This is an optimization exercise on Yosys and OpenROAD, whose aim is small area, a short achievable clock period and few clock cycles per item, not a production implementation. RTL that was checked went through simulation tests only; none was proved equivalent to the original.

## yuvToRgb
module yuvToRgb (
	input logic Clock,
	input logic resetn,
	input logic start,
	input logic [15:0] readData,
	output logic done,
	output logic [17:0] sramAddress,
	output logic [15:0] sramWriteData,
	output logic sramWeN
);
clock: 12.0 ns
lec_check: 0
cap_margin: 20
core_margin: 2
core_utilization: 40
cts_cluster_diameter: 100
cts_cluster_size: 25
setup_slack_margin: 5
slew_margin: 20
synth_hierarchical: 1
synth_minimum_keep_size: 0
standard.sh (not shown) runs the stock make flow with config.mk's settings and CLKGATE_MAP_FILE= SYNTH_SCRIPT=/design/flow/synth_recipe.tcl, a recipe that flattens the netlist after the stock synthesis.
==> flow/flow/run.sh <==
#!/bin/bash
set -euo pipefail
bash standard.sh SETUP_SLACK_MARGIN=8.4 "BUFFER_PORTS_ARGS=-buffer_cell sky130_fd_sc_hd__buf_2" finish > standard.log 2>&1
Next try:
--- a/flow/design.v
+++ b/flow/design.v
@@ -76,29 +76,30 @@
 	logic [8:0] wa;
 	logic shen, shV, shHi;
 	logic rdU, rdV, rdY, rkU, rkV, rkY;
 	logic [7:0] win [12];
 	logic [15:0] pendU, pendV, yw;
 	logic [8:0] f, uc;
 	logic [8:0] fc9;
 	logic [9:0] fd2, fd3;
 	logic [15:0] gb;
 	logic [7:0] b0;
-	function automatic logic [2:0] flagsOf(input logic [7:0] q);
-		flagsOf = {q <= 8'd3, q >= 8'd159, q == 8'd163};
+	function automatic logic [6:0] flagsOf(input logic [7:0] q);
+		flagsOf = {q <= 8'd3, q >= 8'd4, (q >= 8'd4) && (q <= 8'd158),
+			(q >= 8'd4) && (q <= 8'd162), !q[0] && (q <= 8'd159),
+			q[0] && (q <= 8'd158), q == 8'd163};
 	endfunction
-	logic [2:0] fl, nf, df;
-	logic dfPro, dfEndC, dfOdd, flLastP;
+	logic [6:0] fl, nf, df;
+	logic dfPro, dfWrOk, dfRdC, dfRdYk, dfVHi, dfUHi, flLastP;
 	logic [1:0] dfQ;
-	assign {dfPro, dfEndC} = df[2:1];
+	assign {dfPro, dfWrOk, dfRdC, dfRdYk, dfVHi, dfUHi} = df[6:1];
 	assign dfQ = (ph == 3'd4) ? pq[1:0] + 2'd1 : pq[1:0];
-	assign dfOdd = dfQ[0];
 	assign flLastP = fl[0];
 	logic [2:0] nph;
 	logic dWr, dRdU, dRdV, dRdY, dSh, dShV, dShHi;
 	logic [6:0] kc;
 	logic [7:0] yc;
 	assign nph = (ph == 3'd4) ? 3'd0 : ph + 3'd1;
 	assign df = (ph == 3'd4) ? nf : fl;
 	always_comb begin
 		dWr = 1'b0; dRdU = 1'b0; dRdV = 1'b0; dRdY = 1'b0;
 		dSh = 1'b0; dShV = 1'b0; dShHi = 1'b0;
@@ -116,35 +117,35 @@
 				{2'd2, 3'd3}: begin dSh = 1'b1; dShV = 1'b1; dRdV = 1'b1; end
 				{2'd2, 3'd4}: begin dSh = 1'b1; dShHi = 1'b1; end
 				{2'd3, 3'd0}: begin dSh = 1'b1; dShHi = 1'b1; dShV = 1'b1; dRdU = 1'b1; end
 				{2'd3, 3'd1}: begin dSh = 1'b1; dRdY = 1'b1; end
 				{2'd3, 3'd2}: begin dSh = 1'b1; dShV = 1'b1; end
 				default: ;
 			endcase
 		end else begin
 			case (nph)
 				3'd0: begin
-					dRdU = dfOdd && !dfEndC;
-					dRdV = !dfOdd && !dfEndC;
+					dRdU = dfQ[0] && dfRdC;
+					dRdV = !dfQ[0] && dfRdC;
 				end
-				3'd1: dRdY = !df[0];
+				3'd1: dRdY = dfRdYk;
 				3'd2: begin
-					dWr = !dfPro;
+					dWr = dfWrOk;
 					dSh = 1'b1; dShV = 1'b1;
-					dShHi = !dfOdd && !dfEndC;
+					dShHi = dfVHi;
 				end
 				3'd3: begin
-					dWr = !dfPro;
+					dWr = dfWrOk;
 					dSh = 1'b1;
-					dShHi = dfOdd && !dfEndC;
+					dShHi = dfUHi;
 				end
-				default: dWr = !dfPro;
+				default: dWr = dfWrOk;
 			endcase
 		end
 	end
 	logic go, lastNow;
 	assign go = start && !busy;
 	assign lastNow = flLastP && (ph == 3'd4);
 	always_ff @(posedge Clock or negedge resetn) begin
 		if (!resetn) begin
 			busy <= 1'b0;
 			done <= 1'b0;
@@ -295,21 +296,21 @@
 wire lm_55;
 wire lm_56;
 wire lm_57;
 wire lm_58;
 wire lm_59;
 wire lm_60;
 wire lm_61;
 wire lm_62;
 wire lm_63;
 wire lm_64;
-assign lm_1 = ysel[0];
+assign lm_1 = ~~ysel[0];
 assign lm_2 = ~ysel[1];
 assign lm_3 = ~ysel[2];
 assign lm_4 = ~ysel[3];
 assign lm_5 = ~ysel[4];
 assign lm_6 = ~ysel[5];
 assign lm_7 = ~ysel[6];
 assign lm_8 = ~ysel[7];
 assign lm_9 = ~ysel[6];
 assign lm_10 = ~ysel[7];
 assign lm_11 = ~ysel[6];
@@ -474,21 +475,21 @@
 wire cr_129;
 wire cr_130;
 wire cr_131;
 wire cr_132;
 wire cr_133;
 wire cr_134;
 wire cr_135;
 wire cr_136;
 wire cr_137;
 wire cr_138;
-assign cr_1 = pv[0];
+assign cr_1 = ~~pv[0];
 assign cr_2 = ~lum[4];
 assign cr_3 = ~lum[6];
 assign cr_4 = ~lum[7];
 assign cr_5 = ~lum[10];
 assign cr_6 = ~lum[12];
 assign cr_7 = ~lum[14];
 assign cr_8 = ~lum[16];
 assign cr_9 = ~lum[20];
 assign cr_10 = ~lum[22];
 assign cr_11 = ~pv[8];
@@ -737,21 +738,21 @@
 wire cg_175;
 wire cg_176;
 wire cg_177;
 wire cg_178;
 wire cg_179;
 wire cg_180;
 wire cg_181;
 wire cg_182;
 wire cg_183;
 wire cg_184;
-assign cg_1 = pv[0];
+assign cg_1 = ~~pv[0];
 assign cg_2 = ~lum[5];
 assign cg_3 = ~lum[6];
 assign cg_4 = ~lum[7];
 assign cg_5 = ~lum[9];
 assign cg_6 = ~lum[11];
 assign cg_7 = ~lum[13];
 assign cg_8 = ~lum[15];
 assign cg_9 = ~lum[17];
 assign cg_10 = ~lum[18];
 assign cg_11 = ~lum[19];
@@ -955,21 +956,21 @@
 wire cb_105;
 wire cb_106;
 wire cb_107;
 wire cb_108;
 wire cb_109;
 wire cb_110;
 wire cb_111;
 wire cb_112;
 wire cb_113;
 wire cb_114;
-assign cb_1 = pu[0];
+assign cb_1 = ~~pu[0];
 assign cb_2 = ~lum[0];
 assign cb_3 = ~lum[4];
 assign cb_4 = ~lum[6];
 assign cb_5 = ~lum[7];
 assign cb_6 = ~lum[9];
 assign cb_7 = ~lum[10];
 assign cb_8 = ~lum[11];
 assign cb_9 = ~lum[13];
 assign cb_10 = ~lum[17];
 assign cb_11 = ~lum[19];
Outcome: First-iteration DRC count stays the same. Global-route usage went up by 0.54 points. Register-to-register slack improved by 90 ps. Critical path depth decreases by 2. Hold slack improved by 4.8 ps. Via count is higher by a few percent. Final area grows slightly. Final cell count climbs by a few percent. Fmax came out higher by a few percent. Routed wire length is higher by a few percent. Setup slack gets better by 90 ps.
Testbench counts after the change, summed over its fixed seeds: cycles 26,144, rows 32.
Function not checked in the first run of this note: the RTL went through the layout flow alone.

-- separate check: timing with driven ports --
Ports are ideal in the flow. The routed layouts listed here were re-timed in OpenROAD.
Step 1 sets driving cells, clkbuf_16 on the clock port and buf_2 on the other inputs (assumed; they add their load-dependent delay and slew).
Step 2 adds t to the input delays and takes it off the output delays; t is the mean of the earliest and latest rising clock arrival at the registers after step 1. Input paths then give back, and output paths get back, about the clock's delay inside the block.
Slacks: ideal ports / drivers / drivers and shift; pairs: ideal ports / drivers.
run	shift t [ns]	slack for setup (ns)	worst slew at a driven data input, ns
the first run	0.601	8.365 / 8.365 / 8.365	0.04
the second run	0.610	8.455 / 8.412 / 8.455	0.03
After both steps every run listed still meets setup and hold.
